What follows belongs to an exercise in optimizing a design on an open flow for small area; a production flow would make more cautious choices.
At most, simulation tests tie the RTL to the original design; equivalence was not proved.
Power is estimated from default activity; no workload was simulated.

==> exp/indigo: inputs <==
==> flow/design.v (excerpt) <==
module rvCoreTop (
  input  wire         clk,
  input  wire         reset,
  output wire         wb_cyc,
  output wire         wb_stb,
  output wire         wb_we,
  output wire [31:0]  wb_adr,
  output wire [31:0]  wb_dat_w,
  output wire [3:0]   wb_sel,
  input  wire [31:0]  wb_dat_r,
  input  wire         wb_ack,
  output wire [63:0]  retired_count
);
clock: 10.0 ns
lec_check: 0
cap_margin: 20
core_margin: 2
core_utilization: 40
slew_margin: 20
standard.sh (not shown) runs the stock make flow with config.mk's settings and CLKGATE_MAP_FILE= SYNTH_SCRIPT=/design/flow/synth_recipe.tcl, a recipe that flattens the netlist after the stock synthesis.
==> flow/flow/run.sh <==
#!/bin/bash
# Standard layout with small port buffers and a lean clock tree.
set -euo pipefail
cd "$(dirname "$0")/.."
export BUFFER_PORTS_ARGS="-buffer_cell sky130_fd_sc_hd__buf_1"
export CTS_ARGS="-sink_clustering_enable -repair_clock_nets -dont_use_dummy_load -buf_list sky130_fd_sc_hd__clkbuf_16 -sink_clustering_size 24 -sink_clustering_max_diameter 60"
bash standard.sh > standard_make.log 2>&1
==> inputs of exp/cedar, as changes to exp/indigo <==
--- a/flow/design.v
+++ b/flow/design.v
@@ -62,31 +62,34 @@
   wire isJALR  = ~b4 & b6 & ~b3 & b2;
   wire isBR    = ~b4 & b6 & ~b2;
   wire isLD    = ~b4 & ~b6 & ~b5;
   wire isST    = ~b4 & ~b6 & b5;
   wire isOPR   = isALU & b5;
   wire isSH    = isALU & (f3[1:0] == 2'b01);
   wire isSLT   = isALU & (f3[2:1] == 2'b01);
   wire isJ     = isJAL | isJALR;
-  logic [31:0] imm;
+  wire       isU  = b4 & b2;
+  wire       fmtI = ~isU & ~isJAL & ~isBR & ~isST;
+  wire       sgnI = D[31];
+  logic [3:0] immd;
   always_comb
   begin
-    if (b4 & b2)
-      imm = {D[31:12], 12'b0};
-    else if (isJAL)
-      imm = {{12{D[31]}}, D[19:12], D[20], D[30:21], 1'b0};
-    else if (isBR)
-      imm = {{20{D[31]}}, D[7], D[30:25], D[11:8], 1'b0};
-    else if (isST)
-      imm = {{21{D[31]}}, D[30:25], D[11:7]};
-    else
-      imm = {{21{D[31]}}, D[30:20]};
+    case (ph)
+      3'd0:    immd = isU ? 4'b0 : {(fmtI | isJAL) ? D[23:21] : D[10:8],
+                                    fmtI ? D[20] : (isST & D[7])};
+      3'd1:    immd = isU ? 4'b0 : {D[27:25], (fmtI | isJAL) ? D[24] : D[11]};
+      3'd2:    immd = isU ? 4'b0 : {isJAL ? D[20] : (isBR ? D[7] : D[31]), D[30:28]};
+      3'd3:    immd = (isU | isJAL) ? D[15:12] : {4{sgnI}};
+      3'd4:    immd = (isU | isJAL) ? D[19:16] : {4{sgnI}};
+      3'd5:    immd = isU ? D[23:20] : {4{sgnI}};
+      3'd6:    immd = isU ? D[27:24] : {4{sgnI}};
+      default: immd = isU ? D[31:28] : {4{sgnI}};
+    endcase
   end
-  wire [3:0] immd = imm[{ph, 2'b00} +: 4];
   wire [3:0] fourd = ph0 ? 4'b0100 : 4'b0000;
   logic [3:0]  wd;
   logic        wen;
   wire  [3:0]  rs1    = D[18:15];
   wire  [3:0]  rs2sel = inExec ? D[23:20] : idxc;
   logic [15:0][3:0] heads;
   assign heads[0] = 4'b0;
   genvar g;
@@ -130,36 +133,31 @@
                    : (f3[0] ? ltu : lts);
   wire [3:0] XN = (st == S_INIT) ? 4'b0 : ((inExec & isJALR) ? r1 : Pd);
   wire [3:0] YN = inExec ? (isJ ? immd : fourd)
                          : ((st == S_BR2) ? (flag ? immd : fourd) : 4'b0);
   wire       cin2 = ph0 ? 1'b0 : c2;
   wire [4:0] s2 = {1'b0, XN} + {1'b0, YN} + {4'b0, cin2};
   wire [3:0] nd = {s2[3:2], ph0 ? 2'b00 : s2[1:0]};
   wire pw = (inExec & ~isBR) | (st == S_BR2) | (st == S_INIT);
-  wire aw = (inExec & ~isBR) | (st == S_BR2) | (st == S_INIT) | (st == S_XL) | (st == S_C);
+  wire aw = (inExec & ~isBR) | (st == S_BR2) | (st == S_INIT) | (st == S_GL) | (st == S_GWL)
+          | ((st == S_XL) & ~(ph[2] & ph[1])) | (st == S_C);
   wire [3:0] ain = (inExec & (isLD | isST)) ? s1[3:0] : nd;
   wire       right = f3c[2];
   wire       isXL  = (st == S_XL);
-  wire [3:0] qp    = {1'b0, cnt} + {3'b0, (sr != 2'b00)};
-  wire [2:0] tl    = 3'd0 - qp[2:0];
+  wire       rnz   = (sr != 2'b00);
+  wire [2:0] tl    = ~cnt + {2'b0, ~rnz};    
   wire [2:0] t     = ((st == S_GS) & ~right) ? tl : cnt;
   wire [3:0] pt    = {1'b0, ph} + {1'b0, t};
   wire       rot   = pt[3];
-  wire [3:0] kq    = {1'b0, ph} + {1'b0, cnt};
-  wire lo_inv_r  = kq[3];
-  wire hi_inv_r  = kq[3] | (kq[2:0] == 3'd7);
-  wire lo_inv_l  = ({1'b0, ph} < qp);
-  wire hi_inv_l  = ({1'b0, ph} + 4'd1 < qp);
   wire lo_inv_ld = f3c[1] ? 1'b0 : (f3c[0] ? ph[2] : (ph[2] | ph[1]));
-  wire lo_inv    = isXL ? lo_inv_ld : (right ? lo_inv_r : lo_inv_l);
-  wire hi_inv    = right ? hi_inv_r : hi_inv_l;
-  wire fill      = (isXL | right) & sgn;
+  wire lo_inv    = isXL ? lo_inv_ld : (~right & ph0 & rnz);
+  wire fill      = isXL & sgn;
   wire [3:0] lo  = lo_inv ? {4{fill}} : D[3:0];
-  wire [3:0] hi  = hi_inv ? {4{fill}} : D[7:4];
+  wire [3:0] hi  = D[7:4];
   wire [1:0] rp  = isXL ? 2'b00 : (right ? sr : (2'b00 - sr));
   wire [7:0] win = {hi, lo};
   wire [3:0] xout = win[rp +: 4];
   always_comb
   begin
     wen = 1'b0;
     wd  = xout;
     if (inExec)
@@ -172,17 +170,20 @@
       wen = 1'b1;
       wd  = {3'b000, flag};
     end
     else if ((st == S_XL) | (st == S_XS))
       wen = 1'b1;
   end
   wire [3:0] stin = ((f3c[1:0] == 2'b00) & (ph[2] | ph[1])) ? D[27:24]
                   : (((f3c[1:0] == 2'b01) & ph[2]) ? D[19:16] : r2);
-  wire [3:0] topin = (st == S_STS) ? stin : ((st == S_L) ? r2 : D[3:0]);
+  wire       rfill = right & ((st == S_GS) | (st == S_XS));
+  wire [3:0] topin = (st == S_STS) ? stin
+                   : ((st == S_L) ? ((~right & rot) ? 4'b0 : r2)
+                                  : (rfill ? {4{sgn}} : D[3:0]));
   wire dsh  = (st == S_STS) | (st == S_L) | (st == S_XL) | (st == S_XS)
             | (((st == S_GL) | (st == S_GS)) & rot);
   wire dcap = ack & ~wb_we;
   always_ff @(posedge clk)
   begin
     if (dcap)
       D <= wb_dat_r;
     else if (dsh)
@@ -191,36 +192,36 @@
   always_ff @(posedge clk)
     P <= {pw ? nd : Pd, P[31:4]};
   genvar j;
   generate
     for (j = 0; j < 8; j++)
     begin : adig
       always_ff @(posedge clk)
         if (aw & (ph == j))
-          A[4*j +: 4] <= ain;
+          A[4*j +: 4] <= ain;    
     end
   endgenerate
   wire isSTr = ~wb_dat_r[6] & wb_dat_r[5] & ~wb_dat_r[4];
   always_ff @(posedge clk)
   begin
     c1   <= s1[4];
     c2   <= s2[4];
     zf   <= zacc;
     sltw <= inExec & ph7 & isSLT;
     if (inExec & ph7)
       flag <= cond;
-    if (ack & (st == S_FETCH))
+    if (ack & ~wb_we & (st != S_MEMR))    
     begin
       idxc <= isSTr ? wb_dat_r[23:20] : wb_dat_r[10:7];
       f3c  <= wb_dat_r[14:12];
       alt  <= wb_dat_r[30];
     end
-    if (inExec & ph0 & isLD)
-      cnt <= {s1[1:0], 1'b0};
+    if (inExec & ph0 & (isLD | isST))
+      cnt <= {s1[1:0], 1'b0};    
     if (inExec & ph0 & isSH)
       {cnt, sr} <= b5 ? {cnt[2], r2} : D[24:20];
     if (inExec & (ph == 3'd1) & isSH & b5)
       cnt[2] <= r2[0];
     if ((st == S_MEMW) & ack)
       cnt <= ph;
     if ((st == S_L) & ph7)
       sgn <= alt & r2[3];
@@ -229,37 +230,42 @@
   end
   always_ff @(posedge clk)
   begin
     if (reset)
     begin
       st      <= S_INIT;
       ph      <= 3'd0;
       req     <= 1'b0;
-      retired <= 64'd0;
     end
     else
     begin
       ph <= ph + 3'd1;
       if (ack)
         req <= 1'b0;
       case (st)
-        S_INIT, S_BR2, S_XL, S_XS:
+        S_INIT, S_BR2:
           if (ph7)
           begin
             st  <= S_FETCH;
             req <= 1'b1;
           end
+        S_XL, S_XS:
+        begin
+          if (ph == 3'd5)
+            req <= 1'b1;
+          if (ph7)
+            st <= wb_ack ? S_EXEC : S_FETCH;
+        end
         S_FETCH:
           if (ph7 & (~req | wb_ack))
             st <= S_EXEC;
         S_EXEC:
           if (ph7)
           begin
-            retired <= retired + 64'd1;
             if (isBR)
               st <= S_BR2;
             else if (isLD)
             begin
               st  <= S_MEMR;
               req <= 1'b1;
             end
             else if (isST)
@@ -276,20 +282,18 @@
           if (ph7)
           begin
             st  <= S_MEMW;
             req <= 1'b1;
           end
         S_MEMR:
           if (wb_ack)
           begin
-            if (~kq[3] & ~ph7)
+            if ((~pt[3] & ~(ph[2] & ph[1])) | ph7)
               st <= S_GL;
-            else if (ph7 & (cnt == 3'd0))
-              st <= S_XL;
             else
               st <= S_GWL;
           end
         S_GWL:
           if (ph7)
             st <= S_GL;
         S_GL:
           if (ph7)
@@ -309,18 +313,31 @@
             st  <= S_FETCH;
             req <= 1'b1;
           end
         default:
           st <= S_INIT;
       endcase
     end
   end
+  wire rinc = inExec & ph7;
+  wire [8:0] gcy;
+  assign gcy[0] = rinc;
+  genvar gi;
+  generate
+    for (gi = 0; gi < 8; gi++)
+    begin : rg
+      wire [7:0] x = retired[8*gi +: 8];
+      assign gcy[gi+1] = gcy[gi] & (&x);
+      always_ff @(posedge clk)
+        retired[8*gi +: 8] <= reset ? 8'd0 : (x + {7'd0, gcy[gi]});
+    end
+  endgenerate
   assign wb_cyc        = req;
   assign wb_stb        = req;
   assign wb_we         = (st == S_MEMW);
   assign wb_adr        = {A[31:2], 2'b00};
   assign wb_dat_w      = D;
   assign wb_sel        = f3c[1] ? 4'b1111
-                       : (f3c[0] ? (A[1] ? 4'b1100 : 4'b0011) : (4'b0001 << A[1:0]));
+                       : (f3c[0] ? (cnt[2] ? 4'b1100 : 4'b0011) : (4'b0001 << cnt[2:1]));
   assign retired_count = retired;
 endmodule
 `default_nettype wire
==> flow/flow/run.sh (replaced) <==
#!/bin/bash
# Standard ORFS layout (the standard.sh) with two changes:
#  - port buffers use the smallest buffer cell (every port still gets one);
#  - the clock tree uses clkbuf_16 with larger sink clusters and no dummy loads.
# The make output goes to standard_make.log; ORFS writes each step's log under orfs/logs.
set -euo pipefail
cd "$(dirname "$0")/.."
export BUFFER_PORTS_ARGS="-buffer_cell sky130_fd_sc_hd__buf_1"
export CTS_ARGS="-sink_clustering_enable -repair_clock_nets -dont_use_dummy_load -buf_list sky130_fd_sc_hd__clkbuf_16 -sink_clustering_size 28 -sink_clustering_max_diameter 100"
bash standard.sh > standard_make.log 2>&1
==> inputs of exp/lagoon, as changes to exp/indigo <==
--- a/flow/design.v
+++ b/flow/design.v
@@ -62,31 +62,34 @@
   wire isJALR  = ~b4 & b6 & ~b3 & b2;
   wire isBR    = ~b4 & b6 & ~b2;
   wire isLD    = ~b4 & ~b6 & ~b5;
   wire isST    = ~b4 & ~b6 & b5;
   wire isOPR   = isALU & b5;
   wire isSH    = isALU & (f3[1:0] == 2'b01);
   wire isSLT   = isALU & (f3[2:1] == 2'b01);
   wire isJ     = isJAL | isJALR;
-  logic [31:0] imm;
+  wire       isU  = b4 & b2;
+  wire       fmtI = ~isU & ~isJAL & ~isBR & ~isST;
+  wire       sgnI = D[31];
+  logic [3:0] immd;
   always_comb
   begin
-    if (b4 & b2)
-      imm = {D[31:12], 12'b0};
-    else if (isJAL)
-      imm = {{12{D[31]}}, D[19:12], D[20], D[30:21], 1'b0};
-    else if (isBR)
-      imm = {{20{D[31]}}, D[7], D[30:25], D[11:8], 1'b0};
-    else if (isST)
-      imm = {{21{D[31]}}, D[30:25], D[11:7]};
-    else
-      imm = {{21{D[31]}}, D[30:20]};
+    case (ph)
+      3'd0:    immd = isU ? 4'b0 : {(fmtI | isJAL) ? D[23:21] : D[10:8],
+                                    fmtI ? D[20] : (isST & D[7])};
+      3'd1:    immd = isU ? 4'b0 : {D[27:25], (fmtI | isJAL) ? D[24] : D[11]};
+      3'd2:    immd = isU ? 4'b0 : {isJAL ? D[20] : (isBR ? D[7] : D[31]), D[30:28]};
+      3'd3:    immd = (isU | isJAL) ? D[15:12] : {4{sgnI}};
+      3'd4:    immd = (isU | isJAL) ? D[19:16] : {4{sgnI}};
+      3'd5:    immd = isU ? D[23:20] : {4{sgnI}};
+      3'd6:    immd = isU ? D[27:24] : {4{sgnI}};
+      default: immd = isU ? D[31:28] : {4{sgnI}};
+    endcase
   end
-  wire [3:0] immd = imm[{ph, 2'b00} +: 4];
   wire [3:0] fourd = ph0 ? 4'b0100 : 4'b0000;
   logic [3:0]  wd;
   logic        wen;
   wire  [3:0]  rs1    = D[18:15];
   wire  [3:0]  rs2sel = inExec ? D[23:20] : idxc;
   logic [15:0][3:0] heads;
   assign heads[0] = 4'b0;
   genvar g;
@@ -95,18 +98,27 @@
     begin : rf
       logic [31:0] r;
       wire we = wen & (idxc == g);
       always_ff @(posedge clk)
         r <= {we ? wd : r[3:0], r[31:4]};
       assign heads[g] = r[3:0];
     end
   endgenerate
-  wire [3:0] r1 = heads[rs1];
-  wire [3:0] r2 = heads[rs2sel];
+  logic [3:0] r1, r2;
+  always_comb
+  begin
+    r1 = 4'b0;
+    r2 = 4'b0;
+    for (int i = 1; i < 16; i++)
+    begin
+      r1 = r1 | (heads[i] & {4{rs1 == i}});
+      r2 = r2 | (heads[i] & {4{rs2sel == i}});
+    end
+  end
   wire [3:0] Pd = P[3:0];
   wire [3:0] XR  = (isAUIPC | isJ) ? Pd : (isLUI ? 4'b0 : r1);
   wire [3:0] YR  = (isOPR | isBR) ? r2 : (isJ ? fourd : immd);
   wire       sub = isBR | isSLT | (isOPR & (f3 == 3'b000) & D[30]);
   wire       cin1 = ph0 ? sub : c1;
   wire [4:0] s1  = {1'b0, XR} + {1'b0, YR ^ {4{sub}}} + {4'b0, cin1};
   logic [3:0] res;
   always_comb
==> flow/flow/run.sh (replaced) <==
#!/bin/bash
# Standard layout with small port buffers and a lean clock tree.
set -euo pipefail
cd "$(dirname "$0")/.."
export BUFFER_PORTS_ARGS="-buffer_cell sky130_fd_sc_hd__buf_1"
export CTS_ARGS="-sink_clustering_enable -repair_clock_nets -dont_use_dummy_load -buf_list sky130_fd_sc_hd__clkbuf_16 -sink_clustering_size 28 -sink_clustering_max_diameter 100"
bash standard.sh > standard_make.log 2>&1
==> inputs of exp/yarrow, as changes to exp/indigo <==
==> flow/run.sh (new file) <==
#!/bin/bash
# synth_recipe.tcl (not shown) runs the flow's synth.tcl, then flattens the netlist and writes it again
# the make line also repeats each setting of config.mk as NAME=value (left out here)
make -C /OpenROAD-flow-scripts/flow DESIGN_CONFIG=/design/flow/config.mk WORK_HOME=/design/flow/orfs CLKGATE_MAP_FILE= SYNTH_SCRIPT=/design/flow/synth_recipe.tcl finish
removed: flow/flow/run.sh
removed: flow/standard.sh
==> results by group <==
Run status
  • Run status: complete, no violations

STA
  • Slew Limit Headroom: 0.2300

Power
  • Worst voltage drop across the vdd grid: 0.1468 mV
  • Combinational power: 102 µW
  • Net Sw Power: 882.2 µW

GRT
  • Via count of the first global-routing pass: 13660

Setup path
  • List of cells traversed by the critical path: or4b_4, mux2i_1, mux4_2, o211ai_1, o21ai_0, o21ai_0, xnor2_1, fa_1, a21o_1, a21oi_1, xor2_1, nor3_1, a31oi_1, a21o_1, o221ai_1, a21oi_1, buf_4, a21oi_1
  • Cell count along the critical path: 18
  • Arrival time reported for the critical path endpoint: 6660 ps

CTS
  • CTS HTree Levels: 2
  • Clk sinks: 667
  • Clock-pin slew reported for the worst setup and hold paths after clock tree synthesis: 80 ps

Layout
  • Total area of multi-input combinational cells: 0.007104 mm²
  • Filler Cells Inserted: 5037
  • Leading cell types in the layout, fill and taps excluded: 588 x dfxtp_1, 205 x nand2_1, 173 x nor2_1

Detailed routing
  • Uppermost layer routed: met4

Placed design
  • Standard cell area after detailed placement: 0.02309 mm²
The numbers above come from exp/indigo.

==> results by group <==
Run status
  • Run status: complete, no violations

Layout
  • Total area of multi-input combinational cells: 0.007417 mm²
  • Filler Cells Inserted: 5237
  • Leading cell types in the layout, fill and taps excluded: 588 x dfxtp_1, 190 x nand2_1, 166 x buf_1

Setup path
  • List of cells traversed by the critical path: or4b_1, buf_4, mux2i_4, a32o_1, a211oi_1, nand3_1, a22oi_1, xor2_1, fa_1, fa_1, nand2b_1, o21ai_0, a31oi_1, o31ai_1, a21oi_1, o211ai_1, buf_4, mux2_2
  • Arrival time reported for the critical path endpoint: 6590 ps
  • Critical Path Sink: rf[13].r[29]
  • Cell count along the critical path: 18

GRT
  • Via count of the first global-routing pass: 13780

Power
  • Combinational power: 103 µW
  • Net Sw Power: 828.1 µW
  • Clock power frac: 0.311
  • Worst voltage drop across the vdd grid: 0.1448 mV

STA
  • Slew Limit Headroom: 0.3360

CTS
  • CTS HTree Levels: 1
  • Clock-pin slew reported for the worst setup and hold paths after clock tree synthesis: 100 ps

Detailed routing
  • Uppermost layer routed: met4
The numbers above come from exp/lagoon.

==> results by group <==
Run status
  • Run status: complete, no violations

GRT
  • Via count of the first global-routing pass: 12780

Power
  • Worst voltage drop across the vdd grid: 0.1510 mV
  • Net Sw Power: 835.8 µW

Placed design
  • Standard cell area after detailed placement: 0.02237 mm²

CTS
  • CTS HTree Levels: 1
  • Clock-pin slew reported for the worst setup and hold paths after clock tree synthesis: 110 ps
  • Clk sinks: 665

Setup path
  • Cell count along the critical path: 20
  • Arrival time reported for the critical path endpoint: 6510 ps
  • List of cells traversed by the critical path: or4b_1, buf_4, mux2i_4, buf_16, a211oi_1, a211oi_1, a21oi_1, a21oi_1, a22oi_1, xnor2_1, fa_1, inv_1, fa_1, xor2_1, o21ai_0, nor4b_1, xnor2_1, o22ai_1, nand2_1, o221a_2

Layout
  • Leading cell types in the layout, fill and taps excluded: 588 x dfxtp_1, 213 x nand2_1, 166 x buf_1
  • Total area of multi-input combinational cells: 0.006528 mm²
  • Filler Cells Inserted: 4850

Detailed routing
  • Uppermost layer routed: met5
The numbers above come from exp/cedar.

==> results by group <==
Run status
  • Run status: complete, no violations

STA
  • Final Setup Violations: 0
  • Slew Limit Headroom: 0.2307

GRT
  • Via count of the first global-routing pass: 14170

Layout
  • Total area of multi-input combinational cells: 0.007104 mm²
  • Filler Cells Inserted: 4780
  • Leading cell types in the layout, fill and taps excluded: 588 x dfxtp_1, 205 x nand2_1, 173 x nor2_1

Placed design
  • Standard cell area after detailed placement: 0.02412 mm²
  • Total instance count after detailed placement: 2692

Setup path
  • Arrival time reported for the critical path endpoint: 6720 ps
  • Cell count along the critical path: 20
  • List of cells traversed by the critical path: or4b_4, mux2i_4, nand2_1, and3_1, a311oi_1, a31oi_1, o21ai_0, o21ai_0, xnor2_1, fa_1, a21o_1, a21oi_1, xor2_1, nor3_1, a31oi_1, a21o_1, o221ai_1, a21oi_1, buf_4, a21oi_1

CTS
  • Clock-pin slew reported for the worst setup and hold paths after clock tree synthesis: 60 ps
  • Clk sinks: 667
  • CTS HTree Levels: 3

Power
  • Net Sw Power: 1111 µW
  • Worst voltage drop across the vdd grid: 0.1616 mV
  • Combinational power: 116 µW
  • Sequential group share of total power: 0.494

Floorplanning
  • Number of tap cells added at floorplan: 696

Detailed routing
  • Uppermost layer routed: met4
The numbers above come from exp/yarrow.

No functional check of the RTL was part of exp/lagoon.

what the ideal ports hide:
Ports are ideal in the flow. The routed layouts listed here were re-timed in OpenROAD. Step 1 assumes that a clkbuf_16 drives the clock port and a buf_2 every other input. Step 2 times the ports against the registers' clock, not the clock port: input delays grow and output delays shrink by t, the midpoint of the rising clock arrivals with the driver on. Three values: ideal ports, drivers, drivers and shift; two values: the first two.
run	t, ns	setup WS [ns]	hold slack, ns	worst setup path at the end	latest minus earliest clock arrival (ns)
exp/indigo	0.614	3.723 / 3.723 / 3.723	0.270 / 0.270 / 0.270	register to register	0.070 / 0.070
exp/cedar	0.638	3.825 / 3.825 / 3.825	0.292 / 0.292 / 0.292	register to register	0.048 / 0.048
exp/lagoon	0.633	3.900 / 3.900 / 3.900	0.286 / 0.286 / 0.286	register to register	0.082 / 0.083
exp/yarrow	0.646	3.731 / 3.731 / 3.731	0.304 / 0.304 / 0.304	register to register	0.032 / 0.032
After both steps setup and hold are still met in every run listed.
